Background: an optimization exercise with open tools, aiming at small area and a short achievable clock period. Do not read the settings as production practice.
At most, simulation tests tie the RTL to the original design; equivalence was not proved.
Function not checked in runs 4 to 6: the RTL went through the layout flow alone.
The clock port is modelled as an ideal driver; clocking choices that lean on that would not hold on a real chip.
Power figures rest on the tool's default switching activity, not on a simulated workload.

File: flow/flow/run.sh
#!/bin/bash
# Standard ORFS layout, with plain buffers (instead of the resizer's default pick) on the ports.
set -euo pipefail
export BUFFER_PORTS_ARGS="-buffer_cell sky130_fd_sc_hd__buf_2"
bash standard.sh > standard_flow.log 2>&1
File: flow/design.v
package xor128_prng_bank_pkg;
  localparam int unsigned WORD_W  = 32;
  localparam logic [WORD_W-1:0] DEF_SEED0 = 32'd123456789;
  localparam logic [WORD_W-1:0] DEF_SEED1 = 32'd362436069;
  localparam logic [WORD_W-1:0] DEF_SEED2 = 32'd521288629;
  localparam logic [WORD_W-1:0] DEF_SEED3 = 32'd88675123;
  function automatic logic [WORD_W-1:0] xs_next_word(input logic [WORD_W-1:0] x,
                                                     input logic [WORD_W-1:0] w);
    logic [WORD_W-1:0] t;
    t = x ^ (x << 11);
    xs_next_word = w ^ (w >> 19) ^ t ^ (t >> 8);
  endfunction
endpackage
module xor128_lane
(
  input  logic              clk,
  input  logic              step_en,
  input  logic              seeding,
  input  logic [31:0]       shift_in,
  output logic [31:0]       x_o,
  output logic [31:0]       w_o
);
  logic [31:0] x_q, y_q, z_q, w_q;
  always_ff @(posedge clk) begin : lane_reg
    if (step_en) begin
      x_q <= y_q;
      y_q <= z_q;
      z_q <= w_q;
      w_q <= seeding ? shift_in : xor128_prng_bank_pkg::xs_next_word(x_q, w_q);
    end
  end
  assign x_o = x_q;
  assign w_o = w_q;
endmodule
module xor128_prng_bank
#(
  parameter int unsigned SIZE   = 8,
  parameter int unsigned WARMUP = 16,
  parameter logic [31:0] SEED0  = xor128_prng_bank_pkg::DEF_SEED0,
  parameter logic [31:0] SEED1  = xor128_prng_bank_pkg::DEF_SEED1,
  parameter logic [31:0] SEED2  = xor128_prng_bank_pkg::DEF_SEED2,
  parameter logic [31:0] SEED3  = xor128_prng_bank_pkg::DEF_SEED3
) (
  input  logic                 iClk,
  input  logic                 iRst_n,
  input  logic                 iSeedValid,
  input  logic [127:0]         iSeed,
  output logic [SIZE*32-1:0]   oRand,
  output logic                 oValid,
  input  logic                 iReady,
  output logic                 oBusy
);
  localparam int unsigned CNT_W    = 6;   
  localparam logic [CNT_W-1:0] SEED_END = CNT_W'(4 * SIZE);
  localparam logic [CNT_W-1:0] LAST_CNT = CNT_W'(4 * SIZE + WARMUP - 1);
  localparam logic [31:0] DEF_WORD0 = xor128_prng_bank_pkg::xs_next_word(SEED0, SEED3);
  localparam logic [127:0] DEF_STEP1 = {DEF_WORD0, SEED3, SEED2, SEED1};
  logic             run_q;     
  logic [CNT_W-1:0] cnt_q;     
  logic             dflt_q;    
  logic             seeding;
  logic             step_en;
  always_ff @(posedge iClk or negedge iRst_n) begin : fsm_reg
    if (!iRst_n) begin
      run_q  <= 1'b0;
      cnt_q  <= '0;
      dflt_q <= 1'b1;
    end else if (iSeedValid) begin
      run_q  <= 1'b0;
      cnt_q  <= '0;
      dflt_q <= (iSeed == '0);
    end else begin
      dflt_q <= 1'b0;
      if (!run_q) begin
        cnt_q <= cnt_q + CNT_W'(1);
        if (cnt_q == LAST_CNT) run_q <= 1'b1;
      end
    end
  end
  assign seeding = !run_q && (cnt_q < SEED_END);
  assign step_en = !run_q || iReady;
  logic [31:0] lx_q, ly_q, lz_q, lw_q;
  always_ff @(posedge iClk) begin : last_lane_reg
    if (iSeedValid) begin
      {lw_q, lz_q, ly_q, lx_q} <= iSeed;
    end else if (dflt_q) begin
      {lw_q, lz_q, ly_q, lx_q} <= DEF_STEP1;
    end else if (step_en) begin
      lx_q <= ly_q;
      ly_q <= lz_q;
      lz_q <= lw_q;
      lw_q <= xor128_prng_bank_pkg::xs_next_word(lx_q, lw_q);
    end
  end
  logic [31:0] chain_x [SIZE];
  assign chain_x[SIZE-1] = lx_q;
  assign oRand[(SIZE-1)*32 +: 32] = lw_q;
  for (genvar k = 0; k < SIZE - 1; k++) begin : g_lane
    logic [31:0] lane_w;
    xor128_lane u_lane (
      .clk      (iClk),
      .step_en  (step_en),
      .seeding  (seeding),
      .shift_in (chain_x[k+1]),
      .x_o      (chain_x[k]),
      .w_o      (lane_w)
    );
    assign oRand[k*32 +: 32] = lane_w;
  end
  assign oValid = run_q;
  assign oBusy  = !run_q;
endmodule
File: flow/standard.sh
#!/bin/bash
# synth_recipe.tcl (not shown) runs the flow's synth.tcl, then flattens the netlist and writes it again
# the make line also repeats each setting of config.mk as NAME=value (left out here)
make -C /OpenROAD-flow-scripts/flow DESIGN_CONFIG=/design/flow/config.mk WORK_HOME=/design/flow/orfs CLKGATE_MAP_FILE= SYNTH_SCRIPT=/design/flow/synth_recipe.tcl "${@:-finish}"
File: flow/constraint.sdc
create_clock -name core_clock -period 3.0 [get_ports {iClk}]
set_input_delay 0.6000 -clock core_clock [delete_from_list [all_inputs] [get_ports {iClk}]]
set_output_delay 0.6000 -clock core_clock [all_outputs]
set_load 0.01 [all_outputs]
File: flow/config.mk
export PLATFORM = sky130hd
export DESIGN_NAME = xor128_prng_bank
export DESIGN_NICKNAME = xor128_prng_bank
export VERILOG_FILES = /design/flow/design.v
export SDC_FILE = /design/flow/constraint.sdc
export NUM_CORES = 4
export LEC_CHECK = 0
export CAP_MARGIN = 20
export CORE_MARGIN = 2
export CORE_UTILIZATION = 60
export SLEW_MARGIN = 20
==> results of run 1 <==
==> timing repair <==
item                      CTS  global route
hold buffers                1             0
buffers inserted            0             0
hold endpoints to repair    7             0
==> power breakdown <==
part | switching [uW] | internal, uW | total, uW
registers | 1540 | 17800 | 19400
clock network | 5380 | 6990 | 12400
logic | 2690 | 2900 | 5600
==> cell usage in the layout (no fill, tap or decap), types with 2 or more instances in the layout <==
master      instances
edfxtp_1         1024
xnor2_1           602
buf_2             388
nor2_1            236
a21oi_1           152
xor2_1            130
nand2_1           106
clkbuf_16         105
o21ai_0            96
a22o_1             52
nor4_1             33
clkinv_1           29
buf_12             27
mux2_2             24
buf_4              24
clkinv_2           21
clkbuf_1           14
xnor3_1            12
o31ai_1            10
nor2b_1             9
nand2b_1            8
nand4_1             7
bufinv_16           7
dfrtp_1             7
o31a_1              6
inv_1               5
nor3_1              4
clkinvlp_4          4
inv_6               3
diode_2             2
or2_4               2
nor2_4              2
clkinv_16           2
==> worst paths after layout <==
path	endpoint	cells after the start
setup / recovery	oBusy	2
hold / removal	dflt_q$_DFF_PN1_	3
setup reg to reg	g_lane[4].u_lane.w_q[9]$_DFFE_PP_	5
hold reg to reg	g_lane[3].u_lane.x_q[21]$_DFFE_PP_	0
max in group asynchronous	dflt_q$_DFF_PN1_	2
min in group asynchronous	cnt_q[4]$_DFFE_PN0P_	2
==> final cells by class <==
cell class / instances / area share
Multi-Input combinational cell: 1500 / 0.217
Inverter: 5 / 0.000386
Tap cell: 931 / 0.0240
Timing Repair Buffer: 440 / 0.0550
Antenna cell: 2 / 0.000103
Clock inverter: 67 / 0.0113
Sequential cell: 1032 / 0.637
Clock buffer: 119 / 0.0551
==> cells in the mapped netlist (2+ instances only) <==
cell type	number	area share
a21oi_1	152	0.018
a22o_1	52	0.011
buf_1	6	0.00054
buf_2	29	0.0035
buf_6	13	0.0035
clkbuf_1	35	0.0031
dfrtp_1	7	0.0042
edfxtp_1	1024	0.73
inv_1	5	0.00045
mux2_2	24	0.0064
nand2_1	106	0.0095
nand2b_1	9	0.0013
nand4_1	7	0.0010
nor2_1	238	0.021
nor2b_1	9	0.0013
nor3_1	4	0.00048
nor4_1	33	0.0049
o21ai_0	96	0.011
o31a_1	6	0.0013
o31ai_1	10	0.0018
or2_2	2	0.00030
xnor2_1	602	0.13
xnor3_1	12	0.0064
xor2_1	130	0.027
==> layer usage <==
layer  share of wire  GRT usage  routed length (um)  vias to the layer above
li1                -          -                   -                    10400
met1            0.41      0.372               39900                    11400
met2            0.48      0.424               46400                      790
met3           0.078     0.0667                7580                      205
met4           0.036     0.0995                3470                        0
met5               0          0                   0                        -
==> cells by family (layout without fill, tap and decap cells) <==
kind of cell / Yosys count / count (layout) / synth area share
other: 0 / 2 / 0
DFF: 1032 / 1032 / 0.738
muxes: 25 / 25 / 0.00668
buffers and inverters: 88 / 631 / 0.0111
and+or+nand+nor: 414 / 414 / 0.0412
AOI/OAI and AO/OA: 316 / 316 / 0.0435
xor gates and xnor gates: 744 / 744 / 0.159
adders and majority gates: 1 / 1 / 0.000298
==> flip-flops by register name, summed over array words and instances, names as in the netlist <==
signal	count
dflt_q	1
cnt_q	6
run_q	1
g_lane.u_lane.y_q	224
lz_q	32
g_lane.u_lane.w_q	224
lw_q	32
lx_q	32
g_lane.u_lane.x_q	224
ly_q	32
g_lane.u_lane.z_q	224
==> worst max-delay path, stage by stage (launching register included) <==
cell and delay, ps:
dfrtp_1 630, inv_1 100, buf_2 190
==> through the flow <==
| stage | power, uW | utilization |
|---|---|---|
| finish | 37400 | 0.705 |
| detailed placement | 25200 | 0.658 |
| global route | 38800 | 0.705 |
| global placement | 25100 | 0.658 |
| floorplan | 23200 | - |
| CTS | 37600 | 0.705 |
==> flow_summary_export.csv, run 1 <==
group,metric,value,unit
setup_path,start_kind,"flip-flop",
setup_path,worst_ep_arrival_time,1580,ps
clock_network,clock_latency,660,ps
global_route,grt_pass1_wl,143000,um
floorplanning,rows,96,
power,p_leak,0.0184,uW
clock_network,cts_resized,0,
global_route,gr-total-overflow,0,
place,placed_area,0.0454,mm^2
sta,fmax,459,MHz
finish,regArea,0.0310,mm^2
clock_network,clock-root-buffer,"clkbuf_16",
finish,fillers,4806,
clock_network,cts_buffer_depth,3,
drt,first_pass_iters,5,
sta,slew_headroom,0.450,
setup_path,cp_max_fo,11,
setup_path,crit_start,"run_q$_DFF_PN0_",
synthesis,netlist_area,0.0419,mm^2
sta,fin_skew,20.0,ps
synthesis,synth.avg_cell_area,16.0,um^2
sta,rsz0062_at_grt,"false",
flow_run,maxCapViolCount,0,
place,portBuffers,389,
setup_path,required,2400,ps
floorplanning,die_area,0.0720,mm^2
global_route,track_usage,0.271,
sta,fin_ws,823,ps
synthesis,seq_area_frac_synth,0.738,
drt,via_per_inst,5.58,
clock_network,cts_num_sinks,1032,
place,pre_cts_slack,814,ps
setup_path,worstSetupPathType,"reg -> out",
place,post-dp-hpwl,68700,um
synthesis,synth-seq-cells,1032,
floorplanning,die_y,268,um
synthesis,yosysWarnings,4,
floorplanning,core,0.0689,mm^2
power,ir_drop,0.000647,V
finish,final_nets,3216,
sta,min_period,2180,ps
sta,finalHoldViolCount,0,
outcome,outcome,"complete, no violations",
synthesis,synth-main-ff-cell,"edfxtp_1",
finish,final_area,0.0486,mm^2
drt,drt-initial-drc-count,2399,
finish,multi_input_area,0.0106,mm^2
clock_network,numCtsBuffers,104,
synthesis,netlist_instances,2620,
sta,worstMarginPinSlew,822,ps
global_route,antenna_found_initial,1,
global_route,grt_max_degree,118,
sta,slew_violations,0,
synthesis,synth-async-reset-ratio,0.00775,
clock_network,cts_tree,"done",
floorplanning,initial_utilization,0.608,
sta,hold_ws,222,ps
synthesis,synthDistinctLibCells,33,
global_route,grt_pass1_vias,22900,
setup_path,r2r_slack,880,ps
clock_network,clkSlewWorstSetupHoldPaths,60,ps
min_path,hp-class,"in -> reg",
floorplanning,io_pins,390,
drt,postRouteAntennaNets,0,
drt,wirelength,97400,um
power,p_per_area,769,mW/mm^2
setup_path,rr_startpoint,"run_q$_DFF_PN0_",
floorplanning,die_w,268,um
drt,vias,22800,
finish,fin_cells,4096,
sta,setup_viol_count_final,0,
clock_network,htree_levels,3,
finish,area_delta_synth_final,15.9,%
synthesis,synth_nets,2753,
place,gp_congestion,0.953,
sta,finalCritPeriodShare,0.726,
synthesis,synth_edf_count,1024,
place,post-place-cells,3907,
drt,drc_errors,0,
setup_path,worstSetupEndpointType,"primary output",
drt,avgRoutedWirePerCell,23.8,um
sta,finalSetupTns,0,ps
min_path,min_from,"iSeed[114]",
finish,drive_gt1_frac,0.194,
==> inputs of run 2 (changes only) <==
--- a/flow/config.mk
+++ b/flow/config.mk
@@ -10,2 +10,3 @@
 export CORE_UTILIZATION = 60
+export SETUP_SLACK_MARGIN = 1.6
 export SLEW_MARGIN = 20
==> flow_summary_export.csv, run 2 <==
group,metric,value,unit
floorplanning,rows,96,
synthesis,synth-main-ff-cell,"edfxtp_1",
place,gp_congestion,0.993,
place,placed_area,0.0452,mm^2
synthesis,synth-seq-cells,1032,
place,post-dp-hpwl,67400,um
sta,repair-timing-grt-worst-ep,"g_lane[0].u_lane.w_q[16]$_DFFE_PP_/D",
floorplanning,die_w,268,um
floorplanning,die_y,268,um
outcome,outcome,"did not finish",
synthesis,synth-async-reset-ratio,0.00775,
clock_network,clock-root-buffer,"clkbuf_16",
synthesis,synth_top_area_share,0.733,
synthesis,synth_edf_count,1024,
sta,worst-ep-kind,"register input",
global_route,gr-total-overflow,1067,
clock_network,numCtsBuffers,102,
synthesis,synth_area_leaders,"edfxtp_1, xnor2_1, xor2_1",
synthesis,seq_area_frac_synth,0.738,
synthesis,yosysWarnings,4,
global_route,grt_max_degree,92,
place,pre_cts_slack,749,ps
floorplanning,io_pins,390,
synthesis,netlist_area,0.0419,mm^2
global_route,track_usage,0.838,
clock_network,htree_levels,3,
synthesis,netlist_instances,2620,
synthesis,synth.avg_cell_area,16.0,um^2
synthesis,synthDistinctLibCells,33,
synthesis,synth_nets,2753,
synthesis,yosysTopAreaCell,"edfxtp_1",
floorplanning,initial_utilization,0.608,
clock_network,cts_buffer_depth,3,
place,portBuffers,389,
outcome,lastStage,"global routing (5_1_grt)",
outcome,stop_error,"[ERROR GRT-0232] Routing congestion too high. Check the congestion heatmap in the GUI.",
synthesis,synth_most_common_cell,"edfxtp_1",
clock_network,cts_num_sinks,1032,
synthesis,ys_top_cells_by_count,"edfxtp_1, xnor2_1, nor2_1, a21oi_1, xor2_1",
## run 2: how the worst max path moves through the flow
stage	from	end	slack [ps]	depth (start not counted)
CTS	lw_q[22]$_DFFE_PP_	oRand[246]	980	1
detailed placement	iSeedValid	lz_q[19]$_DFFE_PP_	750	4
floorplan	iReady	lw_q[0]$_DFFE_PP_	-6300	2
global placement	iSeedValid	ly_q[1]$_DFFE_PP_	760	4
## run 2: stage by stage
step	util	instances
after global placement	0.655	3898
after CTS	0.897	4783
after floorplan	-	2620
after detailed placement	0.655	3898
## run 2: timing repair
action / CTS
setup endpoints to repair: 1629
cloned: 206
hold buffers: 1
hold endpoints to repair: 7
buffers inserted: 492
resized for setup: 994
pin swaps: 90
## run 2: logic make-up after synthesis
logic type,Yosys count,synth area share
mux,25,0.00668
buf+inv,88,0.0111
fa+ha+maj,1,0.000298
flops,1032,0.738
xor+xnor,744,0.159
compound gates,316,0.0435
simple gates,414,0.0412
## run 2: power groups by stage
stage | sequential [uW] | combinational (uW) | clock, uW
after floorplan | 19200 | 3940 | 0
after global placement | 19600 | 5520 | 0
after detailed placement | 19600 | 5570 | 0
after CTS | 19200 | 7490 | 13100
## run 2: metal layers
layer | track usage | GRT overflow
met1 | 0.812 | 33
met2 | 0.994 | 613
met3 | 0.679 | 40
met4 | 0.929 | 380
met5 | 0.366 | 1
==> inputs of run 3 (changes only) <==
==> flow/run.sh (new file) <==
#!/bin/bash
# synth_recipe.tcl (not shown) runs the flow's synth.tcl, then flattens the netlist and writes it again
# the make line also repeats each setting of config.mk as NAME=value (left out here)
make -C /OpenROAD-flow-scripts/flow DESIGN_CONFIG=/design/flow/config.mk WORK_HOME=/design/flow/orfs CLKGATE_MAP_FILE= SYNTH_SCRIPT=/design/flow/synth_recipe.tcl finish
--- a/flow/config.mk
+++ b/flow/config.mk
@@ -9,4 +9,3 @@
 export CORE_MARGIN = 2
-export CORE_UTILIZATION = 60
-export SETUP_SLACK_MARGIN = 1.6
+export CORE_UTILIZATION = 50
 export SLEW_MARGIN = 20
removed: flow/flow/run.sh
removed: flow/standard.sh
==> flow_summary_export.csv, run 3 <==
group,metric,value,unit
setup_path,slowest_delay,690,ps
drt,wirelength,100000,um
synthesis,synth_nets,2753,
clock_network,numCtsBuffers,107,
floorplanning,die_area,0.0862,mm^2
setup_path,worst_ep_arrival_time,2000,ps
clock_network,clkSlewWorstSetupHoldPaths,60,ps
drt,avgRoutedWirePerCell,23.6,um
drt,drt-initial-drc-count,1747,
flow_run,maxCapViolCount,0,
floorplanning,die_w,294,um
finish,area_delta_synth_final,20.8,%
floorplanning,initial_utilization,0.504,
synthesis,yosysTopAreaCell,"edfxtp_1",
sta,rsz0062_at_grt,"false",
synthesis,synth_top_area_share,0.733,
sta,min_period,2600,ps
global_route,antenna_found_initial,5,
setup_path,path_buf_inv,1,
synthesis,synthSimpleGateAreaFrac,0.0412,
global_route,track_usage,0.231,
power,power.share.clock,0.329,
setup_path,start_kind,"flip-flop",
synthesis,synthMuxAreaShare,0.00668,
synthesis,synth.avg_cell_area,16.0,um^2
synthesis,synth_most_common_cell,"edfxtp_1",
setup_path,cp_max_fo,4,
clock_network,clock-root-buffer,"clkbuf_16",
finish,drive_gt1_frac,0.0688,
synthesis,seq_area_frac_synth,0.738,
setup_path,timing.rr.end,"g_lane[1].u_lane.w_q[25]$_DFFE_PP_",
finish,utilization,0.608,
finish,fin_cells,4254,
global_route,global_route.usage.met1,0.310,
floorplanning,io_pins,390,
place,post-place-cells,4056,
place,pre_cts_slack,203,ps
synthesis,synthXorXnorAreaFrac,0.159,
place,gp_congestion,0.949,
power,switchingPower,9730,uW
global_route,grt_max_degree,105,
setup_path,crit_path_top_delay_cell,"edfxtp_1",
place,portBuffers,389,
synthesis,ys_top_cells_by_count,"edfxtp_1, xnor2_1, nor2_1, a21oi_1, xor2_1",
finish,final_cell_mix,"edfxtp_1, xnor2_1, clkdlybuf4s50_1",
synthesis,synth_top_family_by_area,"XOR/XNOR gates",
finish,final_nets,3218,
setup_path,rr_startpoint,"run_q$_DFF_PN0_",
clock_network,post-cts-setup-buffer-count,0,
power,p_sw_frac,0.255,
setup_path,path_cells,"clkdlybuf4s50_1",
drt,first_pass_iters,6,
synthesis,yosysWarnings,4,
global_route,grt_pass1_wl,148000,um
drt,postRouteAntennaNets,0,
sta,fin_ws,399,ps
place,post-dp-hpwl,70100,um
sta,fmax,384,MHz
global_route,grt_pass1_vias,23200,
power,ir_drop,0.000568,V
sta,hold_ws,276,ps
setup_path,worstSetupPathType,"reg -> out",
power,pwr-share-comb,0.161,
synthesis,synthAdderAreaFrac,0.000298,
synthesis,synth-main-ff-cell,"edfxtp_1",
sta,setup_viol_count_final,0,
power,power.internal,28400,uW
global_route,grt_use_met2,0.373,
sta,slew_headroom,0.392,
synthesis,synth-seq-cells,1032,
global_route,gr-total-overflow,0,
power,p_per_area,752,mW/mm^2
finish,mostFrequentLayoutCell,"edfxtp_1",
synthesis,netlist_instances,2620,
drt,drc_errors,0,
sta,finalCritPeriodShare,0.867,
setup_path,required,2400,ps
clock_network,cts_buffer_depth,3,
sta,finalHoldViolCount,0,
power,p_leak,0.0183,uW
sta,worstMarginPinSlew,909,ps
global_route,grt_util_met3,0.0544,
clock_network,cts_num_sinks,1032,
floorplanning,core,0.0833,mm^2
synthesis,synth_area_leaders,"edfxtp_1, xnor2_1, xor2_1",
floorplanning,rows,106,
synthesis,synthDistinctLibCells,33,
clock_network,hold_buffers,0,
setup_path,r2r_cells,4,
min_path,hp-class,"in -> async",
clock_network,cts_tree,"done",
outcome,outcome,"complete, no violations",
setup_path,cp_top_family,"flip-flops",
synthesis,synth_edf_count,1024,
power,seq_power_share,0.510,
synthesis,synth_compound_area_frac,0.0435,
global_route,gr-max-usage-layer,"met2",
clock_network,clock_latency,660,ps
sta,slew_violations,0,
setup_path,r2r_slack,880,ps
synthesis,netlist_area,0.0419,mm^2
synthesis,synth-async-reset-ratio,0.00775,
clock_network,cts_resized,0,
drt,via_per_inst,5.28,
drt,vias,22400,
floorplanning,die_y,294,um
clock_network,htree_levels,3,
setup_path,worstSetupEndpointType,"primary output",
sta,fin_skew,20.9,ps
[run 3: cell counts after synthesis]
No cell type changed its count.
[run 3: area by class of cell]
type                            instances  area [um^2]
Fill cell                            6339        32600
Sequential cell                      1032        31000
Multi-Input combinational cell       1500        10600
Timing Repair Buffer                  439         4530
Clock buffer                          149         2920
Tap cell                             1080         1350
Clock inverter                         44          339
Inverter                                5         18.8
Antenna cell                            5         12.5
[run 3: routing by layer]
metal	up-vias	wire, um
met5	-	13
met4	2	3300
met3	165	6110
met2	582	48400
met1	11300	42500
li1	10400	-
[run 3: cell families after synthesis]
logic type	count (synthesis)
buffers and inverters	88
adder cells (fa/ha/maj)	1
flip-flops	1032
XOR/XNOR	744
AO/OA/AOI/OAI	316
multiplexers	25
AND/OR/NAND/NOR	414
[run 3: worst max-delay path by stage]
stage | slack (ps) | cells after the start | to | startpoint
6_report | 400 | 1 | oRand[253] | lw_q[29]$_DFFE_PP_
5_1_grt | 290 | 2 | oBusy | run_q$_DFF_PN0_
4_1_cts | 360 | 2 | oBusy | run_q$_DFF_PN0_
3_5_place_dp | 200 | 5 | dflt_q$_DFF_PN1_ | iSeed[7]
3_3_place_gp | 210 | 5 | dflt_q$_DFF_PN1_ | iSeed[7]
2_1_floorplan | -6300 | 2 | lw_q[0]$_DFFE_PP_ | iReady
[run 3: metrics by stage]
| step | TNS, ps | instance area (um^2) | total power, uW |
|---|---|---|---|
| global route | 0 | 50700 | 39600 |
| finish | 0 | 50700 | 38100 |
| floorplan | -4683260 | 42000 | 23200 |
| global placement | 0 | 47400 | 25800 |
| CTS | 0 | 50700 | 38500 |
| detailed placement | 0 | 47400 | 25800 |
[run 3: power groups by stage]
stage	registers, uW	clock network, uW	logic, uW
5_1_grt	19600	13300	6680
2_1_floorplan	19200	0	3930
4_1_cts	19500	12800	6180
3_3_place_gp	19700	0	6080
6_report	19400	12500	6140
3_5_place_dp	19700	0	6080
==> inputs of run 4 (changes only) <==
--- a/flow/design.v
+++ b/flow/design.v
@@ -23,2 +23,8 @@
   logic [31:0] x_q, y_q, z_q, w_q;
+  logic [31:0] t, delta, w_d;
+  always_comb begin : lane_w_next
+    t     = x_q ^ (x_q << 11);
+    delta = (w_q >> 19) ^ t ^ (t >> 8);
+    w_d   = (w_q & {32{!seeding}}) ^ (seeding ? shift_in : (delta & {32{step_en}}));
+  end
   always_ff @(posedge clk) begin : lane_reg
@@ -28,4 +34,4 @@
       z_q <= w_q;
-      w_q <= seeding ? shift_in : xor128_prng_bank_pkg::xs_next_word(x_q, w_q);
     end
+    w_q <= w_d;
   end
@@ -57,6 +63,8 @@
   localparam logic [127:0] DEF_STEP1 = {DEF_WORD0, SEED3, SEED2, SEED1};
-  logic             run_q;     
-  logic [CNT_W-1:0] cnt_q;     
-  logic             dflt_q;    
-  logic             seeding;
+  logic             run_q;       
+  logic             valid_q;     
+  logic             busy_q;      
+  logic [CNT_W-1:0] cnt_q;       
+  logic             seeding_q;   
+  logic             dflt_q;      
   logic             step_en;
@@ -64,9 +72,15 @@
     if (!iRst_n) begin
-      run_q  <= 1'b0;
-      cnt_q  <= '0;
-      dflt_q <= 1'b1;
+      run_q     <= 1'b0;
+      valid_q   <= 1'b0;
+      busy_q    <= 1'b1;
+      cnt_q     <= '0;
+      seeding_q <= 1'b1;
+      dflt_q    <= 1'b1;
     end else if (iSeedValid) begin
-      run_q  <= 1'b0;
-      cnt_q  <= '0;
-      dflt_q <= (iSeed == '0);
+      run_q     <= 1'b0;
+      valid_q   <= 1'b0;
+      busy_q    <= 1'b1;
+      cnt_q     <= '0;
+      seeding_q <= 1'b1;
+      dflt_q    <= (iSeed == '0);
     end else begin
@@ -75,3 +89,8 @@
         cnt_q <= cnt_q + CNT_W'(1);
-        if (cnt_q == LAST_CNT) run_q <= 1'b1;
+        if (cnt_q == SEED_END - CNT_W'(1)) seeding_q <= 1'b0;
+        if (cnt_q == LAST_CNT) begin
+          run_q   <= 1'b1;
+          valid_q <= 1'b1;
+          busy_q  <= 1'b0;
+        end
       end
@@ -79,3 +98,2 @@
   end
-  assign seeding = !run_q && (cnt_q < SEED_END);
   assign step_en = !run_q || iReady;
@@ -84,5 +102,5 @@
     if (iSeedValid) begin
-      {lw_q, lz_q, ly_q, lx_q} <= iSeed;
+      {lz_q, ly_q, lx_q} <= iSeed[95:0];
     end else if (dflt_q) begin
-      {lw_q, lz_q, ly_q, lx_q} <= DEF_STEP1;
+      {lz_q, ly_q, lx_q} <= DEF_STEP1[95:0];
     end else if (step_en) begin
@@ -91,4 +109,16 @@
       lz_q <= lw_q;
-      lw_q <= xor128_prng_bank_pkg::xs_next_word(lx_q, lw_q);
     end
+  end
+  logic [31:0] lt, ldelta, lw_d;
+  logic        lw_load;
+  always_comb begin : last_lane_w
+    lt      = lx_q ^ (lx_q << 11);
+    ldelta  = (lw_q >> 19) ^ lt ^ (lt >> 8);
+    lw_load = iSeedValid || dflt_q;
+    if (iSeedValid)  lw_d = iSeed[127:96];
+    else if (dflt_q) lw_d = DEF_STEP1[127:96];
+    else             lw_d = lw_q ^ (ldelta & {32{step_en}});
+  end
+  always_ff @(posedge iClk) begin : last_lane_w_reg
+    lw_q <= lw_d;
   end
@@ -102,3 +132,3 @@
       .step_en  (step_en),
-      .seeding  (seeding),
+      .seeding  (seeding_q),
       .shift_in (chain_x[k+1]),
@@ -109,4 +139,4 @@
   end
-  assign oValid = run_q;
-  assign oBusy  = !run_q;
+  assign oValid = valid_q;
+  assign oBusy  = busy_q;
 endmodule
==> flow/flow/run.sh (new file) <==
#!/bin/bash
# Standard ORFS layout, with plain buffers (instead of the resizer's default pick) on the ports.
set -euo pipefail
export BUFFER_PORTS_ARGS="-buffer_cell sky130_fd_sc_hd__buf_2"
bash standard.sh > standard_flow.log 2>&1
==> flow/standard.sh (new file) <==
#!/bin/bash
# synth_recipe.tcl (not shown) runs the flow's synth.tcl, then flattens the netlist and writes it again
# the make line also repeats each setting of config.mk as NAME=value (left out here)
make -C /OpenROAD-flow-scripts/flow DESIGN_CONFIG=/design/flow/config.mk WORK_HOME=/design/flow/orfs CLKGATE_MAP_FILE= SYNTH_SCRIPT=/design/flow/synth_recipe.tcl "${@:-finish}"
--- a/flow/config.mk
+++ b/flow/config.mk
@@ -9,3 +9,3 @@
 export CORE_MARGIN = 2
-export CORE_UTILIZATION = 50
+export CORE_UTILIZATION = 60
 export SLEW_MARGIN = 20
removed: flow/run.sh
==> flow_summary_export.csv, run 4 <==
group,metric,value,unit
synthesis,synth_most_common_cell,"edfxtp_1",
setup_path,r2r_cells,6,
synthesis,synthDistinctLibCells,48,
synthesis,yosysTopAreaCell,"edfxtp_1",
setup_path,crit_start,"run_q$_DFF_PN0_",
setup_path,timing.rr.end,"g_lane[5].u_lane.w_q[26]$_DFF_P_",
synthesis,synth-async-reset-ratio,0.0106,
clock_network,htree_levels,3,
synthesis,synth_edf_count,768,
floorplanning,core,0.0683,mm^2
drt,vias,25300,
sta,hold_ws,162,ps
floorplanning,initial_utilization,0.603,
clock_network,clkSlewWorstSetupHoldPaths,60,ps
sta,finalCritPeriodShare,0.696,
power,ir_drop,0.000550,V
clock_network,post-cts-setup-buffer-count,0,
outcome,outcome,"complete, no violations",
floorplanning,die_y,266,um
place,post-dp-hpwl,71100,um
synthesis,seq_area_frac_synth,0.691,
sta,worstMarginPinSlew,796,ps
setup_path,required,3540,ps
global_route,grt_pass1_wl,154000,um
clock_network,numCtsBuffers,104,
synthesis,netlist_area,0.0412,mm^2
global_route,grt_max_degree,173,
drt,drc_errors,0,
setup_path,rr_startpoint,"run_q$_DFF_PN0_",
power,pwr-share-comb,0.132,
drt,first_pass_iters,5,
setup_path,cp-endpoint,"g_lane[5].u_lane.w_q[26]$_DFF_P_",
sta,fmax,479,MHz
finish,diodes,0,
min_path,hold_depth,3,
synthesis,synth-main-ff-cell,"edfxtp_1",
setup_path,path_cells,"and2b_4 -> buf_12 -> buf_12 -> nor2_1 -> xor2_1 -> mux2_2",
setup_path,worst_ep_arrival_time,2630,ps
setup_path,start_kind,"flip-flop",
floorplanning,die_area,0.0708,mm^2
sta,finalHoldViolCount,0,
sta,min_period,2090,ps
setup_path,cp_max_fo,73,
drt,drt-initial-drc-count,2308,
synthesis,synth_nets,3032,
clock_network,cts_buffer_depth,3,
finish,final_nets,3417,
clock_network,cts_num_sinks,1035,
place,gp_congestion,0.941,
drt,avgRoutedWirePerCell,24.1,um
sta,slew_headroom,0.470,
global_route,antenna_found_initial,1,
drt,postRouteAntennaNets,0,
finish,fin_cells,4258,
synthesis,synth_top_area_share,0.559,
place,post-place-cells,4059,
power,p_sw_frac,0.261,
floorplanning,io_pins,390,
setup_path,worstSetupEndpointType,"flip-flop",
flow_run,maxCapViolCount,0,
drt,via_per_inst,5.94,
global_route,gr-total-overflow,0,
floorplanning,rows,96,
synthesis,yosysWarnings,4,
setup_path,worstSetupPathType,"reg -> reg",
synthesis,ys_top_cells_by_count,"edfxtp_1, xnor2_1, dfxtp_1, nand2_1, nand3_1",
sta,rsz0062_at_grt,"false",
synthesis,synth-seq-cells,1035,
finish,final_cell_mix,"edfxtp_1, buf_2, xnor2_1",
finish,mostFrequentLayoutCell,"edfxtp_1",
sta,setup_viol_count_final,0,
min_path,hp-class,"in -> reg",
clock_network,clock-root-buffer,"clkbuf_16",
power,seq_power_share,0.518,
power,p_per_area,754,mW/mm^2
synthesis,synth.avg_cell_area,14.2,um^2
setup_path,r2r_slack,910,ps
drt,wirelength,103000,um
clock_network,cts_tree,"done",
finish,drive_gt1_frac,0.190,
setup_path,cp_common_cell,"buf_12",
clock_network,clock_latency,660,ps
power,power.internal,26500,uW
sta,slew_violations,0,
synthesis,synth_area_leaders,"edfxtp_1, dfxtp_1, xnor2_1",
setup_path,crit_path_top_delay_cell,"dfrtp_1",
sta,fin_skew,19.9,ps
floorplanning,die_w,266,um
power,power.share.clock,0.349,
power,p_leak,0.0187,uW
synthesis,netlist_instances,2899,
global_route,grt_pass1_vias,25100,
place,portBuffers,389,
global_route,track_usage,0.288,
power,switchingPower,9340,uW
setup_path,slowest_delay,460,ps
finish,area_delta_synth_final,15.3,%
run 4: cell type report:
cell class,instances,area [um^2]
Multi-Input combinational cell,1694,12100
Tap cell,882,1100
Fill cell,4862,20800
Clock buffer,138,2840
Sequential cell,1035,28500
Timing Repair Buffer,422,2420
Inverter,27,135
Clock inverter,60,460
run 4: what timing repair did:
action,4_1_cts,5_1_grt
endpoints found under the hold margin,8,0
gates resized for setup,0,0
hold buffers,1,0
run 4: metal layers:
metal	GRT usage	up-vias	share of wire
met5	0	-	0
met4	0.0946	0	0.031
met3	0.0570	185	0.068
met2	0.470	914	0.49
met1	0.391	12600	0.41
li1	-	11500	-
run 4: worst min-delay path by stage:
stage,start,to,slack [ps]
after detailed placement,g_lane[0].u_lane.z_q[22]$_DFFE_PN_,g_lane[0].u_lane.y_q[22]$_DFFE_PN_,400
after CTS,iSeed[98],lw_q[2]$_DFF_P_,130
after global placement,g_lane[4].u_lane.z_q[16]$_DFFE_PN_,g_lane[4].u_lane.y_q[16]$_DFFE_PN_,400
after floorplan,iRst_n,cnt_q[0]$_DFFE_PN0P_,300
after global routing,iSeed[98],lw_q[2]$_DFF_P_,140
final,iSeed[98],lw_q[2]$_DFF_P_,160
run 4: worst max-delay path, delay by kind of cell, from the launching register on:
family	cells	cell delay (ps)
XOR/XNOR	1	150
buffers and inverters	2	590
multiplexers	1	270
AND/OR/NAND/NOR	2	430
flip-flops	1	460
run 4: cells by family after synthesis:
kind of cell / share of synthesized area
fa+ha+maj: 0.000303
compound gates: 0.0571
buf+inv: 0.0169
flops: 0.691
xor+xnor: 0.127
simple gates: 0.0925
mux: 0.0158
run 4: power groups by stage:
stage	Sequential, uW	Combinational (uW)	Clock (uW)
global route	18800	5140	13200
finish	18600	4750	12500
CTS	18600	4760	12700
floorplan	18500	3020	0
global placement	18800	4600	0
detailed placement	18900	4710	0
run 4: through the flow:
step                total power [uW]  worst slack (ps)  setup TNS, ps  cell area (um^2)  utilization
global route                   37100               733              0             47500        0.695
detailed placement             23600               610              0             44200        0.647
floorplan                      21500              -172         -63710             41300            -
CTS                            36000               876              0             47500        0.695
global placement               23400               645              0             44200        0.647
finish                         35800               912              0             47500        0.695
==> inputs of run 5 (changes only) <==
--- a/flow/config.mk
+++ b/flow/config.mk
@@ -10,2 +10,4 @@
 export CORE_UTILIZATION = 60
+export CTS_CLUSTER_DIAMETER = 100
+export CTS_CLUSTER_SIZE = 30
 export SLEW_MARGIN = 20
==> flow_summary_export.csv, run 5 <==
group,metric,value,unit
synthesis,synth_area_leaders,"edfxtp_1, dfxtp_1, xnor2_1",
finish,area_delta_synth_final,10.3,%
min_path,min_from,"iSeed[98]",
sta,finalHoldViolCount,0,
place,post-dp-hpwl,71100,um
setup_path,worst-path-stages,6,
clock_network,numCtsBuffers,41,
setup_path,required,3510,ps
finish,mostFrequentLayoutCell,"edfxtp_1",
drt,wirelength,101000,um
finish,fin_cells,4135,
flow_run,maxCapViolCount,0,
power,ir_drop,0.000556,V
power,p_leak,0.0177,uW
finish,final_area,0.0455,mm^2
finish,utilization,0.665,
global_route,antenna_found_initial,1,
sta,min_period,2090,ps
finish,drive_gt1_frac,0.164,
synthesis,synth_most_common_cell,"edfxtp_1",
clock_network,post-cts-setup-buffer-count,0,
global_route,gr-total-overflow,0,
setup_path,r2r_cells,6,
drt,vias,24900,
setup_path,slowest_delay,480,ps
min_path,hp-class,"in -> reg",
synthesis,synthXorXnorAreaFrac,0.127,
setup_path,path_cells,"and2b_4 -> buf_12 -> buf_12 -> nor2_1 -> xor2_1 -> mux2_2",
setup_path,cp_max_fo,73,
setup_path,path_buf_inv,2,
synthesis,synth_top_family_by_area,"XOR/XNOR gates",
synthesis,synth_top_area_share,0.559,
floorplanning,rows,96,
synthesis,synth-seq-cells,1035,
clock_network,cts_buffer_depth,3,
synthesis,netlist_instances,2899,
setup_path,start_kind,"flip-flop",
place,post-place-cells,4059,
floorplanning,core,0.0683,mm^2
synthesis,synth.avg_cell_area,14.2,um^2
global_route,grt_max_degree,173,
clock_network,cts_num_sinks,1035,
sta,rsz0062_at_grt,"false",
synthesis,synthMuxAreaShare,0.0158,
setup_path,worstSetupPathType,"reg -> reg",
setup_path,worstSetupEndpointType,"flip-flop",
clock_network,htree_levels,2,
sta,worstMarginPinSlew,791,ps
finish,final_nets,3354,
outcome,outcome,"complete, no violations",
setup_path,worst_ep_arrival_time,2600,ps
setup_path,rr_startpoint,"run_q$_DFF_PN0_",
place,gp_congestion,0.941,
floorplanning,die_area,0.0708,mm^2
synthesis,synth_compound_area_frac,0.0571,
place,portBuffers,389,
setup_path,crit_path_top_delay_cell,"dfrtp_1",
synthesis,synth_nets,3032,
setup_path,cp_common_cell,"buf_12",
drt,postRouteAntennaNets,0,
finish,final_cell_mix,"edfxtp_1, buf_2, xnor2_1",
global_route,grt_pass1_vias,24300,
synthesis,ys_top_cells_by_count,"edfxtp_1, xnor2_1, dfxtp_1, nand2_1, nand3_1",
global_route,grt_pass1_wl,150000,um
sta,slew_headroom,0.473,
drt,via_per_inst,6.02,
synthesis,seq_area_frac_synth,0.691,
power,p_per_area,667,mW/mm^2
synthesis,yosysWarnings,4,
clock_network,clock_latency,620,ps
synthesis,synth-main-ff-cell,"edfxtp_1",
sta,fmax,477,MHz
drt,first_pass_iters,5,
floorplanning,io_pins,390,
drt,drt-initial-drc-count,2363,
synthesis,yosysTopAreaCell,"edfxtp_1",
sta,setup_viol_count_final,0,
clock_network,clkSlewWorstSetupHoldPaths,120,ps
sta,finalCritPeriodShare,0.698,
drt,drc_errors,0,
min_path,hold_depth,3,
clock_network,clock-root-buffer,"clkbuf_16",
sta,slew_violations,0,
clock_network,cts_tree,"done",
setup_path,crit_start,"run_q$_DFF_PN0_",
synthesis,synthAdderAreaFrac,0.000304,
clock_network,hold_buffers,1,
synthesis,netlist_area,0.0412,mm^2
synthesis,synthSimpleGateAreaFrac,0.0925,
finish,diodes,0,
floorplanning,die_y,266,um
synthesis,synthDistinctLibCells,48,
synthesis,synth_edf_count,768,
synthesis,synth-async-reset-ratio,0.0106,
floorplanning,initial_utilization,0.603,
sta,fin_skew,35.2,ps
global_route,track_usage,0.282,
setup_path,cp_top_family,"buffers and inverters",
place,placed_area,0.0442,mm^2
clock_network,cts_resized,0,
drt,avgRoutedWirePerCell,24.4,um
floorplanning,die_w,266,um
run 5: final timing paths:
| check | endpoint | slack (ps) |
|---|---|---|
| max | g_lane[5].u_lane.w_q[24]$_DFF_P_ | 910 |
| min reg2reg | g_lane[6].u_lane.y_q[1]$_DFFE_PN_ | 410 |
| min | lw_q[2]$_DFF_P_ | 210 |
| max in group asynchronous | dflt_q$_DFF_PN1_ | 2310 |
| min in group asynchronous | cnt_q[2]$_DFFE_PN0P_ | 390 |
| max reg2reg | g_lane[5].u_lane.w_q[24]$_DFF_P_ | 910 |
run 5: cell families (layout without fill, tap and decap cells):
family          count (synthesis)  after routing
compound gates                338            338
mux                            58             58
fa+ha+maj                       1              1
simple gates                  748            748
buf+inv                       170            524
xor+xnor                      549            549
flops                        1035           1035
run 5: report_power, final:
| group | switching, uW | internal [uW] | total (uW) |
|---|---|---|---|
| clock | 4290 | 2760 | 7050 |
| combinational | 2510 | 2230 | 4740 |
| sequential | 1410 | 17100 | 18500 |
run 5: tightest hold or removal path: cells and delay by family:
family,cells,cell delay (ps)
AOI/OAI and AO/OA,1,50
buffers and inverters,1,90
and+or+nand+nor,1,40
run 5: layer usage:
layer / global-route usage / up-vias / routed length (um)
met1: 0.388 / 12600 / 41900
met2: 0.466 / 842 / 49700
met5: 0 / - / 0
li1: - / 11300 / -
met3: 0.0453 / 138 / 6450
met4: 0.0824 / 0 / 2990
run 5: through the flow:
step	hold WS [ps]	power, uW	TNS [ps]	setup WS [ps]
3_5_place_dp	405	23600	0	610
5_1_grt	184	31500	0	759
6_report	207	30300	0	905
2_1_floorplan	304	21500	-63710	-172
3_3_place_gp	400	23400	0	645
4_1_cts	166	30500	0	879
run 5: final cells by class:
class	count	area, um^2
sequential	1035	28500
fill	5069	22900
multi-input combinational	1694	12100
timing repair buffer	422	2420
clock buffer	72	1170
tap	882	1100
inverter	27	135
clock inverter	3	76.3
==> inputs of run 6 (changes only) <==
--- a/flow/config.mk
+++ b/flow/config.mk
@@ -10,4 +10,3 @@
 export CORE_UTILIZATION = 60
-export CTS_CLUSTER_DIAMETER = 100
-export CTS_CLUSTER_SIZE = 30
+export SETUP_SLACK_MARGIN = 1.1
 export SLEW_MARGIN = 20
==> flow_summary_export.csv, run 6 <==
group,metric,value,unit
setup_path,worstSetupEndpointType,"primary output",
clock_network,clock-root-buffer,"clkbuf_16",
finish,regArea,0.0286,mm^2
global_route,grt_max_degree,169,
setup_path,worst_ep_arrival_time,1290,ps
global_route,gr-total-overflow,0,
finish,fillers,4680,
clock_network,cts_buffer_depth,3,
synthesis,synth_top_area_share,0.559,
setup_path,crit_path_top_delay_cell,"dfstp_2",
setup_path,cp_max_fo,2,
drt,first_pass_iters,5,
synthesis,netlist_area,0.0412,mm^2
synthesis,yosysTopAreaCell,"edfxtp_1",
finish,mostFrequentLayoutCell,"edfxtp_1",
setup_path,r2r_cells,6,
synthesis,synth_edf_count,768,
synthesis,synth-main-ff-cell,"edfxtp_1",
global_route,grt_pass1_wl,158000,um
setup_path,worst-path-stages,1,
sta,fin_skew,19.3,ps
clock_network,cts_tree,"done",
sta,setup_viol_count_final,0,
synthesis,synth_most_common_cell,"edfxtp_1",
outcome,outcome,"complete, no violations",
sta,slew_violations,0,
sta,slew_headroom,0.476,
synthesis,synthDistinctLibCells,48,
place,post-place-cells,4057,
setup_path,worstSetupPathType,"reg -> out",
power,p_per_area,762,mW/mm^2
setup_path,cp_top_family,"flip-flops",
flow_run,maxCapViolCount,0,
drt,drt-initial-drc-count,2367,
clock_network,cts_num_sinks,1035,
min_path,hold_depth,3,
floorplanning,initial_utilization,0.603,
clock_network,clock_latency,650,ps
clock_network,clkSlewWorstSetupHoldPaths,60,ps
drt,via_per_inst,6.00,
drt,vias,25600,
clock_network,htree_levels,3,
drt,avgRoutedWirePerCell,25.1,um
setup_path,required,2400,ps
finish,multi_input_area,0.0121,mm^2
place,placed_area,0.0442,mm^2
synthesis,synth.avg_cell_area,14.2,um^2
sta,worstMarginPinSlew,785,ps
place,post-dp-hpwl,71900,um
floorplanning,die_area,0.0708,mm^2
floorplanning,rows,96,
global_route,antenna_found_initial,1,
finish,fin_cells,4270,
sta,finalHoldViolCount,0,
drt,postRouteAntennaNets,0,
synthesis,seq_area_frac_synth,0.691,
global_route,grt_pass1_vias,25600,
sta,min_period,1890,ps
power,ir_drop,0.000528,V
drt,wirelength,107000,um
finish,final_area,0.0483,mm^2
sta,finalCritPeriodShare,0.631,
synthesis,synth_area_leaders,"edfxtp_1, dfxtp_1, xnor2_1",
place,gp_congestion,0.944,
synthesis,yosysWarnings,4,
setup_path,path_buf_inv,1,
synthesis,synth_nets,3032,
setup_path,slowest_delay,550,ps
floorplanning,die_y,266,um
place,portBuffers,389,
finish,drive_gt1_frac,0.224,
setup_path,path_cells,"buf_6",
floorplanning,core,0.0683,mm^2
sta,rsz0062_at_grt,"true",
floorplanning,die_w,266,um
synthesis,ys_top_cells_by_count,"edfxtp_1, xnor2_1, dfxtp_1, nand2_1, nand3_1",
min_path,hp-class,"in -> reg",
sta,hold_ws,181,ps
setup_path,start_kind,"flip-flop",
finish,final_cell_mix,"edfxtp_1, buf_2, xnor2_1",
global_route,track_usage,0.299,
clock_network,numCtsBuffers,103,
finish,final_nets,3431,
synthesis,synth-seq-cells,1035,
power,p_leak,0.0190,uW
synthesis,netlist_instances,2899,
sta,fmax,528,MHz
synthesis,synth-async-reset-ratio,0.0106,
drt,drc_errors,0,
finish,area_delta_synth_final,17.3,%
floorplanning,io_pins,390,
run 6: cell counts after synthesis:
Identical to the previous run, type by type.
run 6: area by class of cell:
class / count / share of cell area
antenna: 2 / 0.000104
clock buffer: 135 / 0.0583
clock inverter: 58 / 0.0150
inverter: 27 / 0.00290
multi-input combinational: 1695 / 0.251
sequential: 1035 / 0.591
tap: 882 / 0.0228
timing repair buffer: 436 / 0.0587
run 6: per-layer routing:
layer  track usage  wire length (um)
met3        0.0537              7430
met2         0.495             52800
met1         0.404             43600
met5             0                 0
met4        0.0981              3270
run 6: logic make-up after synthesis:
group | synth area share
DFF | 0.691
and+or+nand+nor | 0.0925
xor gates and xnor gates | 0.127
AOI/OAI and AO/OA | 0.0571
buffers and inverters | 0.0169
muxes | 0.0158
adders and majority gates | 0.000303
run 6: path summary, 6_finish.rpt:
path	start	endpoint	slack, ps
hold reg to reg	g_lane[1].u_lane.z_q[17]$_DFFE_PN_	g_lane[1].u_lane.y_q[17]$_DFFE_PN_	400
setup reg to reg	run_q$_DFF_PN0_	g_lane[5].u_lane.w_q[16]$_DFF_P_	1120
setup / recovery	busy_q$_DFFE_PN1P_	oBusy	1110
min in group asynchronous	iRst_n	cnt_q[0]$_DFFE_PN0P_	370
max in group asynchronous	iRst_n	seeding_q$_DFFE_PN1P_	2350
hold / removal	iSeed[98]	lw_q[2]$_DFF_P_	180
run 6: power by group:
group	switching (uW)	internal (uW)	total, uW
Sequential	1440	17200	18600
Combinational	2550	2240	4790
Clock	5420	8000	13400
run 6: timing repair:
item,in CTS,in global routing
buffers inserted,5,2
hold buffers,1,0
setup endpoints to repair,861,64
hold endpoints to repair,8,0
gates resized for setup,73,46
cloned,8,2
run 6: worst reg2reg max path: cells and delay by family, from the launching register on:
| family | cells | cell delay, ps |
|---|---|---|
| AND/OR/NAND/NOR | 3 | 810 |
| flip-flops | 1 | 420 |
| buffers and inverters | 3 | 590 |
run 6: stage by stage:
stage | setup TNS [ps] | setup WS, ps | power, uW | util
after global placement | 0 | 546 | 23400 | 0.647
final | 0 | 1110 | 36900 | 0.707
after floorplan | -63710 | -172 | 21500 | -
after CTS | 0 | 1070 | 37000 | 0.705
after global routing | 0 | 1060 | 38100 | 0.707
after detailed placement | 0 | 504 | 23600 | 0.647
==> inputs of run 7 (changes only) <==
--- a/flow/design.v
+++ b/flow/design.v
@@ -67,30 +67,27 @@
   logic [CNT_W-1:0] cnt_q;       
-  logic             seeding_q;   
   logic             dflt_q;      
-  logic             step_en;
+  logic             seed_end;    
+  logic             warm_end;    
+  assign seed_end = !run_q && (cnt_q == SEED_END - CNT_W'(1));
+  assign warm_end = !run_q && (cnt_q == LAST_CNT);
   always_ff @(posedge iClk or negedge iRst_n) begin : fsm_reg
     if (!iRst_n) begin
-      run_q     <= 1'b0;
-      valid_q   <= 1'b0;
-      busy_q    <= 1'b1;
-      cnt_q     <= '0;
-      seeding_q <= 1'b1;
-      dflt_q    <= 1'b1;
+      run_q   <= 1'b0;
+      valid_q <= 1'b0;
+      busy_q  <= 1'b1;
+      cnt_q   <= '0;
+      dflt_q  <= 1'b1;
     end else if (iSeedValid) begin
-      run_q     <= 1'b0;
-      valid_q   <= 1'b0;
-      busy_q    <= 1'b1;
-      cnt_q     <= '0;
-      seeding_q <= 1'b1;
-      dflt_q    <= (iSeed == '0);
+      run_q   <= 1'b0;
+      valid_q <= 1'b0;
+      busy_q  <= 1'b1;
+      cnt_q   <= '0;
+      dflt_q  <= (iSeed == '0);
     end else begin
       dflt_q <= 1'b0;
-      if (!run_q) begin
-        cnt_q <= cnt_q + CNT_W'(1);
-        if (cnt_q == SEED_END - CNT_W'(1)) seeding_q <= 1'b0;
-        if (cnt_q == LAST_CNT) begin
-          run_q   <= 1'b1;
-          valid_q <= 1'b1;
-          busy_q  <= 1'b0;
-        end
+      if (!run_q) cnt_q <= cnt_q + CNT_W'(1);
+      if (warm_end) begin
+        run_q   <= 1'b1;
+        valid_q <= 1'b1;
+        busy_q  <= 1'b0;
       end
@@ -98,3 +95,21 @@
   end
-  assign step_en = !run_q || iReady;
+  logic [SIZE-1:0] lane_run_q;
+  logic [SIZE-1:0] lane_seeding_q;
+  logic [SIZE-1:0] lane_step_en;
+  for (genvar k = 0; k < SIZE; k++) begin : g_phase
+    always_ff @(posedge iClk or negedge iRst_n) begin : phase_reg
+      if (!iRst_n) begin
+        lane_run_q[k]     <= 1'b0;
+        lane_seeding_q[k] <= 1'b1;
+      end else begin
+        lane_run_q[k]     <= lane_run_q[k] ^ (lane_run_q[k] ? iSeedValid
+                                                            : (warm_end && !iSeedValid));
+        lane_seeding_q[k] <= lane_seeding_q[k] ^ (lane_seeding_q[k] ? (seed_end && !iSeedValid)
+                                                                    : iSeedValid);
+      end
+    end
+    assign lane_step_en[k] = !lane_run_q[k] || iReady;
+  end
+  logic step_en;
+  assign step_en = lane_step_en[SIZE-1];
   logic [31:0] lx_q, ly_q, lz_q, lw_q;
@@ -131,4 +146,4 @@
       .clk      (iClk),
-      .step_en  (step_en),
-      .seeding  (seeding_q),
+      .step_en  (lane_step_en[k]),
+      .seeding  (lane_seeding_q[k]),
       .shift_in (chain_x[k+1]),
==> flow/flow/run.sh (replaced) <==
#!/bin/bash
set -euo pipefail
export BUFFER_PORTS_ARGS="-buffer_cell sky130_fd_sc_hd__buf_2"
export POST_CTS_TCL="$(pwd)/flow/post_cts.tcl"
bash standard.sh > standard_flow.log 2>&1
==> flow/flow/post_cts.tcl (new file) <==
set block [ord::get_db_block]
set clk_net [[$block findBTerm iClk] getNet]
set port_loads [$clk_net getITerms]
if { [llength $port_loads] == 1 } {
  set root [[lindex $port_loads 0] getInst]
  set master [[$root getMaster] getName]
  set out_net [[$root findITerm X] getNet]
  set sinks {}
  foreach it [$out_net getITerms] {
    if { [$it isInputSignal] } { lappend sinks $it }
  }
  set all_bufs 1
  foreach it $sinks {
    if { ![string match "sky130_fd_sc_hd__clkbuf_*" [[[$it getInst] getMaster] getName]] } {
      set all_bufs 0
    }
  }
  puts "post_cts: root [$root getName] ($master) drives [llength $sinks] pins, all buffers: $all_bufs"
  if { [string match "sky130_fd_sc_hd__clkbuf_*" $master] && [llength $sinks] <= 4 && $all_bufs
       && [llength [$out_net getBTerms]] == 0 } {
    foreach it $sinks {
      $it disconnect
      $it connect $clk_net
    }
    odb::dbInst_destroy $root
    odb::dbNet_destroy $out_net
    puts "post_cts: removed root clock buffer"
    estimate_parasitics -placement
    report_clock_skew
  }
}
--- a/flow/config.mk
+++ b/flow/config.mk
@@ -10,3 +10,4 @@
 export CORE_UTILIZATION = 60
-export SETUP_SLACK_MARGIN = 1.1
+export CTS_CLUSTER_DIAMETER = 100
+export CTS_CLUSTER_SIZE = 25
 export SLEW_MARGIN = 20
==> flow_summary_export.csv, run 7 <==
group,metric,value,unit
finish,diodes,0,
setup_path,path_buf_inv,0,
finish,area_delta_synth_final,11.2,%
power,pwr-share-comb,0.158,
floorplanning,core,0.0689,mm^2
setup_path,worst-path-stages,2,
setup_path,worstSetupPathType,"reg -> reg",
clock_network,cts_num_sinks,1048,
global_route,grt_pass1_wl,153000,um
synthesis,synth_edf_count,768,
synthesis,seq_area_frac_synth,0.686,
clock_network,clock_latency,450,ps
sta,hold_ws,408,ps
drt,first_pass_iters,5,
synthesis,yosysTopAreaCell,"edfxtp_1",
place,portBuffers,389,
floorplanning,die_w,268,um
sta,finalCritPeriodShare,0.650,
finish,drive_gt1_frac,0.171,
power,power.total,31000,uW
place,placed_area,0.0453,mm^2
synthesis,synth_nets,3154,
min_path,hold_depth,0,
floorplanning,rows,96,
place,gp_congestion,0.967,
drt,drc_errors,0,
drt,avgRoutedWirePerCell,23.7,um
synthesis,synthDistinctLibCells,46,
place,pre_cts_slack,646,ps
setup_path,required,3120,ps
sta,slew_headroom,0.315,
drt,postRouteAntennaNets,0,
power,ir_drop,0.000671,V
sta,fin_ws,1050,ps
synthesis,synth-async-reset-ratio,0.0229,
sta,fmax,513,MHz
flow_run,maxCapViolCount,0,
floorplanning,io_pins,390,
synthesis,synth-main-ff-cell,"edfxtp_1",
sta,finalSetupTns,0,ps
global_route,antenna_found_initial,0,
finish,fillers,5079,
floorplanning,die_y,268,um
setup_path,slowest_delay,740,ps
synthesis,synth-seq-cells,1048,
setup_path,path_cells,"or2_2 -> o21ai_0",
power,p_sw_frac,0.266,
drt,wirelength,103000,um
synthesis,synth_most_common_cell,"edfxtp_1",
sta,finalHoldViolCount,0,
synthesis,synth.avg_cell_area,13.9,um^2
finish,mostFrequentLayoutCell,"edfxtp_1",
global_route,grt_max_degree,99,
synthesis,yosysWarnings,4,
floorplanning,die_area,0.0721,mm^2
setup_path,worstSetupEndpointType,"flip-flop",
clock_network,clkSlewWorstSetupHoldPaths,110,ps
synthesis,netlist_instances,3021,
setup_path,cp_top_family,"flip-flops",
finish,final_nets,3510,
clock_network,cts_tree,"done",
global_route,track_usage,0.283,
synthesis,netlist_area,0.0420,mm^2
power,p_per_area,666,mW/mm^2
setup_path,r2r_slack,1050,ps
finish,multi_input_area,0.0125,mm^2
sta,setup_viol_count_final,0,
power,seq_power_share,0.604,
power,power.share.clock,0.239,
floorplanning,initial_utilization,0.609,
finish,final_cell_mix,"edfxtp_1, buf_2, xnor2_1",
drt,vias,25300,
setup_path,worst_ep_arrival_time,2070,ps
outcome,outcome,"complete, no violations",
sta,min_period,1950,ps
sta,fin_skew,26.4,ps
setup_path,start_kind,"flip-flop",
synthesis,ys_top_cells_by_count,"edfxtp_1, xnor2_1, dfxtp_1, o21ai_0, nor2_1",
finish,regArea,0.0288,mm^2
synthesis,synth_top_area_share,0.550,
power,power.internal,22800,uW
power,switchingPower,8270,uW
synthesis,synth_area_leaders,"edfxtp_1, dfxtp_1, xnor2_1",
min_path,hp-class,"reg -> reg",
power,p_leak,0.0183,uW
global_route,gr-total-overflow,0,
setup_path,r2r_cells,2,
sta,rsz0062_at_grt,"false",
drt,via_per_inst,5.81,
drt,drt-initial-drc-count,2335,
setup_path,cp_max_fo,28,
place,post-dp-hpwl,73800,um
sta,slew_violations,0,
finish,final_area,0.0466,mm^2
setup_path,crit_path_top_delay_cell,"dfstp_2",
sta,worstMarginPinSlew,1030,ps
global_route,grt_pass1_vias,24900,
## run 7: logic make-up (layout without fill, tap and decap cells)
family | count (synthesis) | count (layout) | share of synthesized area
flip-flops | 1048 | 1048 | 0.686
AO/OA/AOI/OAI | 385 | 385 | 0.0564
buffers and inverters | 185 | 580 | 0.0169
multiplexers | 63 | 63 | 0.0169
adder cells (fa/ha/maj) | 1 | 1 | 0.000298
AND/OR/NAND/NOR | 785 | 785 | 0.0962
XOR/XNOR | 554 | 554 | 0.127
## run 7: worst paths after layout
path / start / to
setup reg to reg: dflt_q$_DFF_PN1_ / lz_q[23]$_DFFE_PP_
setup / recovery: dflt_q$_DFF_PN1_ / lz_q[23]$_DFFE_PP_
hold / removal: g_lane[6].u_lane.y_q[21]$_DFFE_PN_ / g_lane[6].u_lane.x_q[21]$_DFFE_PN_
min in group asynchronous: iRst_n / lane_run_q[1]$_DFF_PN0_
hold reg to reg: g_lane[6].u_lane.y_q[21]$_DFFE_PN_ / g_lane[6].u_lane.x_q[21]$_DFFE_PN_
max in group asynchronous: iRst_n / cnt_q[3]$_DFFE_PN0P_
## run 7: worst register-to-register path, delay by kind of cell, from the launching register on
family / cells / cell delay (ps)
simple gates: 1 / 580
compound gates: 1 / 320
flops: 1 / 740
## run 7: area by class of cell
class                           count  share of cell area
Clock buffer                       86              0.0290
Clock inverter                      1            0.000429
Inverter                           49             0.00451
Multi-Input combinational cell   1788               0.268
Sequential cell                  1048               0.617
Tap cell                          931              0.0250
Timing Repair Buffer              444              0.0553
## run 7: power groups by stage
stage | sequential, uW | combinational [uW] | clock (uW)
2_1_floorplan | 18600 | 3190 | 0
3_3_place_gp | 19000 | 4740 | 0
3_5_place_dp | 19100 | 4840 | 0
5_1_grt | 18900 | 5350 | 8040
6_report | 18700 | 4900 | 7410
## run 7: layer usage
| layer | part of all wire | global-route usage | vias up |
|---|---|---|---|
| met5 | 0 | 0 | - |
| met4 | 0.034 | 0.0878 | 0 |
| met3 | 0.059 | 0.0483 | 162 |
| met2 | 0.49 | 0.476 | 742 |
| met1 | 0.41 | 0.378 | 12700 |
| li1 | - | - | 11600 |
## run 7: stage by stage
stage,util,std cells
after detailed placement,0.656,4259
after global placement,0.656,4259
after global routing,0.677,4347
after floorplan,-,3021
final,0.677,4347
==> inputs of run 8 (changes only) <==
--- a/flow/config.mk
+++ b/flow/config.mk
@@ -12,2 +12,3 @@
 export CTS_CLUSTER_SIZE = 25
+export SETUP_SLACK_MARGIN = 1.3
 export SLEW_MARGIN = 20
==> flow_summary_export.csv, run 8 <==
group,metric,value,unit
drt,postRouteAntennaNets,0,
synthesis,synth_top_area_share,0.550,
clock_network,clock_latency,450,ps
setup_path,start_kind,"flip-flop",
setup_path,worstSetupEndpointType,"flip-flop",
drt,vias,26800,
power,pwr-share-comb,0.197,
clock_network,cts_num_sinks,1048,
sta,fmax,573,MHz
power,power.internal,23900,uW
place,pre_cts_slack,496,ps
synthesis,yosysWarnings,4,
synthesis,synth_nets,3154,
drt,via_per_inst,5.76,
drt,wirelength,112000,um
power,power.total,32600,uW
power,p_sw_frac,0.267,
sta,worstMarginPinSlew,918,ps
synthesis,synth-async-reset-ratio,0.0229,
floorplanning,die_area,0.0721,mm^2
place,placed_area,0.0453,mm^2
floorplanning,die_y,268,um
setup_path,crit_path_top_delay_cell,"dfstp_4",
place,portBuffers,389,
min_path,hp-class,"in -> reg",
floorplanning,rows,96,
place,post-dp-hpwl,73900,um
sta,finalSetupTns,0,ps
global_route,antenna_found_initial,1,
drt,drt-initial-drc-count,2466,
finish,mostFrequentLayoutCell,"edfxtp_1",
global_route,grt_max_degree,99,
finish,final_area,0.0514,mm^2
finish,diodes,0,
setup_path,path_buf_inv,2,
synthesis,synth_area_leaders,"edfxtp_1, dfxtp_1, xnor2_1",
synthesis,synth-main-ff-cell,"edfxtp_1",
power,seq_power_share,0.574,
power,p_per_area,634,mW/mm^2
global_route,track_usage,0.303,
power,power.share.clock,0.229,
synthesis,synth_edf_count,768,
finish,final_nets,3806,
power,ir_drop,0.000595,V
sta,finalHoldViolCount,0,
power,switchingPower,8700,uW
flow_run,maxCapViolCount,0,
synthesis,yosysTopAreaCell,"edfxtp_1",
synthesis,seq_area_frac_synth,0.686,
place,gp_congestion,0.965,
setup_path,slowest_delay,760,ps
drt,drc_errors,0,
setup_path,cp_max_fo,28,
floorplanning,initial_utilization,0.609,
sta,rsz0062_at_grt,"true",
setup_path,worstSetupPathType,"reg -> reg",
sta,setup_viol_count_final,0,
sta,min_period,1740,ps
synthesis,synthDistinctLibCells,46,
setup_path,required,3330,ps
finish,final_cell_mix,"edfxtp_1, xnor2_1, buf_4",
drt,avgRoutedWirePerCell,24.2,um
synthesis,netlist_area,0.0420,mm^2
power,p_leak,0.0203,uW
global_route,grt_pass1_wl,163000,um
outcome,outcome,"complete, no violations",
sta,slew_violations,0,
drt,first_pass_iters,5,
sta,finalCritPeriodShare,0.582,
clock_network,clkSlewWorstSetupHoldPaths,110,ps
sta,fin_ws,1260,ps
synthesis,synth-seq-cells,1048,
sta,fin_skew,23.8,ps
synthesis,synth_most_common_cell,"edfxtp_1",
setup_path,worst_ep_arrival_time,2070,ps
setup_path,cp_top_family,"flip-flops",
sta,slew_headroom,0.388,
global_route,grt_pass1_vias,26500,
synthesis,ys_top_cells_by_count,"edfxtp_1, xnor2_1, dfxtp_1, o21ai_0, nor2_1",
floorplanning,core,0.0689,mm^2
finish,area_delta_synth_final,22.6,%
floorplanning,io_pins,390,
clock_network,cts_tree,"done",
setup_path,path_cells,"nor2_4 -> buf_4 -> clkbuf_16 -> a32oi_1 -> nand3b_1",
floorplanning,die_w,268,um
synthesis,synth.avg_cell_area,13.9,um^2
finish,drive_gt1_frac,0.314,
global_route,gr-total-overflow,0,
synthesis,netlist_instances,3021,
## run 8: cell counts after synthesis
No cell type changed its count.
## run 8: metrics by stage
stage / hold slack [ps] / std cells / utilization
final: 387 / 4643 / 0.746
after global routing: 399 / 4643 / 0.746
after detailed placement: 405 / 4261 / 0.657
after global placement: 401 / 4261 / 0.657
after floorplan: 304 / 3021 / -
## run 8: routing by layer
metal / vias up / GRT usage / part of all wire
li1: 12200 / - / -
met1: 13500 / 0.396 / 0.40
met2: 844 / 0.521 / 0.50
met3: 185 / 0.0468 / 0.059
met4: 0 / 0.0998 / 0.037
met5: - / 0 / 0
## run 8: path summary, 6_finish.rpt
check	cells after the start	from	end	slack, ps
worst max-delay path	5	dflt_q$_DFF_PN1_	lw_q[11]$_DFF_P_	1260
worst min-delay path	3	iSeed[101]	lw_q[5]$_DFF_P_	390
worst max register to register	5	dflt_q$_DFF_PN1_	lw_q[11]$_DFF_P_	1260
worst min register to register	0	g_lane[1].u_lane.z_q[21]$_DFFE_PN_	g_lane[1].u_lane.y_q[21]$_DFFE_PN_	410
max in group asynchronous	2	iRst_n	valid_q$_DFFE_PN0P_	1820
min in group asynchronous	2	iRst_n	cnt_q[3]$_DFFE_PN0P_	730
## run 8: cell type report
class | instances | area, um^2
well taps | 931 | 1160
clock buffers | 84 | 1340
flip-flops and latches | 1048 | 29400
clock inverters | 4 | 53.8
repair inverters | 4 | 30.0
repair buffers | 732 | 6460
fillers | 4546 | 17500
multi-input cells | 1791 | 12700
inverters | 49 | 225
## run 8: worst min-delay path: cells and delay by family
| family | cells | cell delay [ps] |
|---|---|---|
| buf+inv | 2 | 160 |
| compound gates | 1 | 40 |
## run 8: power by group through the flow
stage,Combinational (uW),Sequential [uW],Clock (uW)
after detailed placement,4820,19000,0
after floorplan,3200,18600,0
final,6430,18700,7470
after global routing,6920,18900,8040
after global placement,4720,19000,0
## run 8: cell families after synthesis
group,share of synthesized area
fa+ha+maj,0.000298
mux,0.0169
compound gates,0.0564
flops,0.686
xor+xnor,0.127
buf+inv,0.0169
simple gates,0.0962

-- afterwards: timing with drivers on the ports --
How much do the figures lean on ideal ports? The routed layouts below were timed once more, with nothing changed but the port constraints.
Step 1 (the two cells are an assumption about what drives the block):
set clk [get_ports {iClk}]
set_driving_cell -lib_cell sky130_fd_sc_hd__clkbuf_16 $clk
set_driving_cell -lib_cell sky130_fd_sc_hd__buf_2 [delete_from_list [all_inputs] $clk]
Step 2, shift: input delay + t, output delay - t, t = (earliest + latest rising clock arrival at the registers) / 2. This alone moves slack from input paths to output paths.
Three values: no drivers, after step 1, after step 2; two values: the first two.
run	shift t [ns]	setup slack, ns	worst setup path after step 2
run 1	0.720	0.823 / 0.754 / 0.753	input to register
run 3	0.725	0.399 / 0.326 / 0.115	input to register
run 4	0.722	0.912 / 0.906 / 0.578	input to register
run 5	0.669	0.905 / 0.905 / 0.602	input to register
run 6	0.712	1.106 / 1.040 / 0.677	input to register
run 7	0.566	1.051 / 1.051 / 0.598	input to register
run 8	0.565	1.255 / 1.156 / 0.804	input to register
After both steps setup and hold are still met in every run listed. For run 7, which loses most, drivers alone change the setup slack by 0.000 ns; drivers and shift together by -0.453 ns.
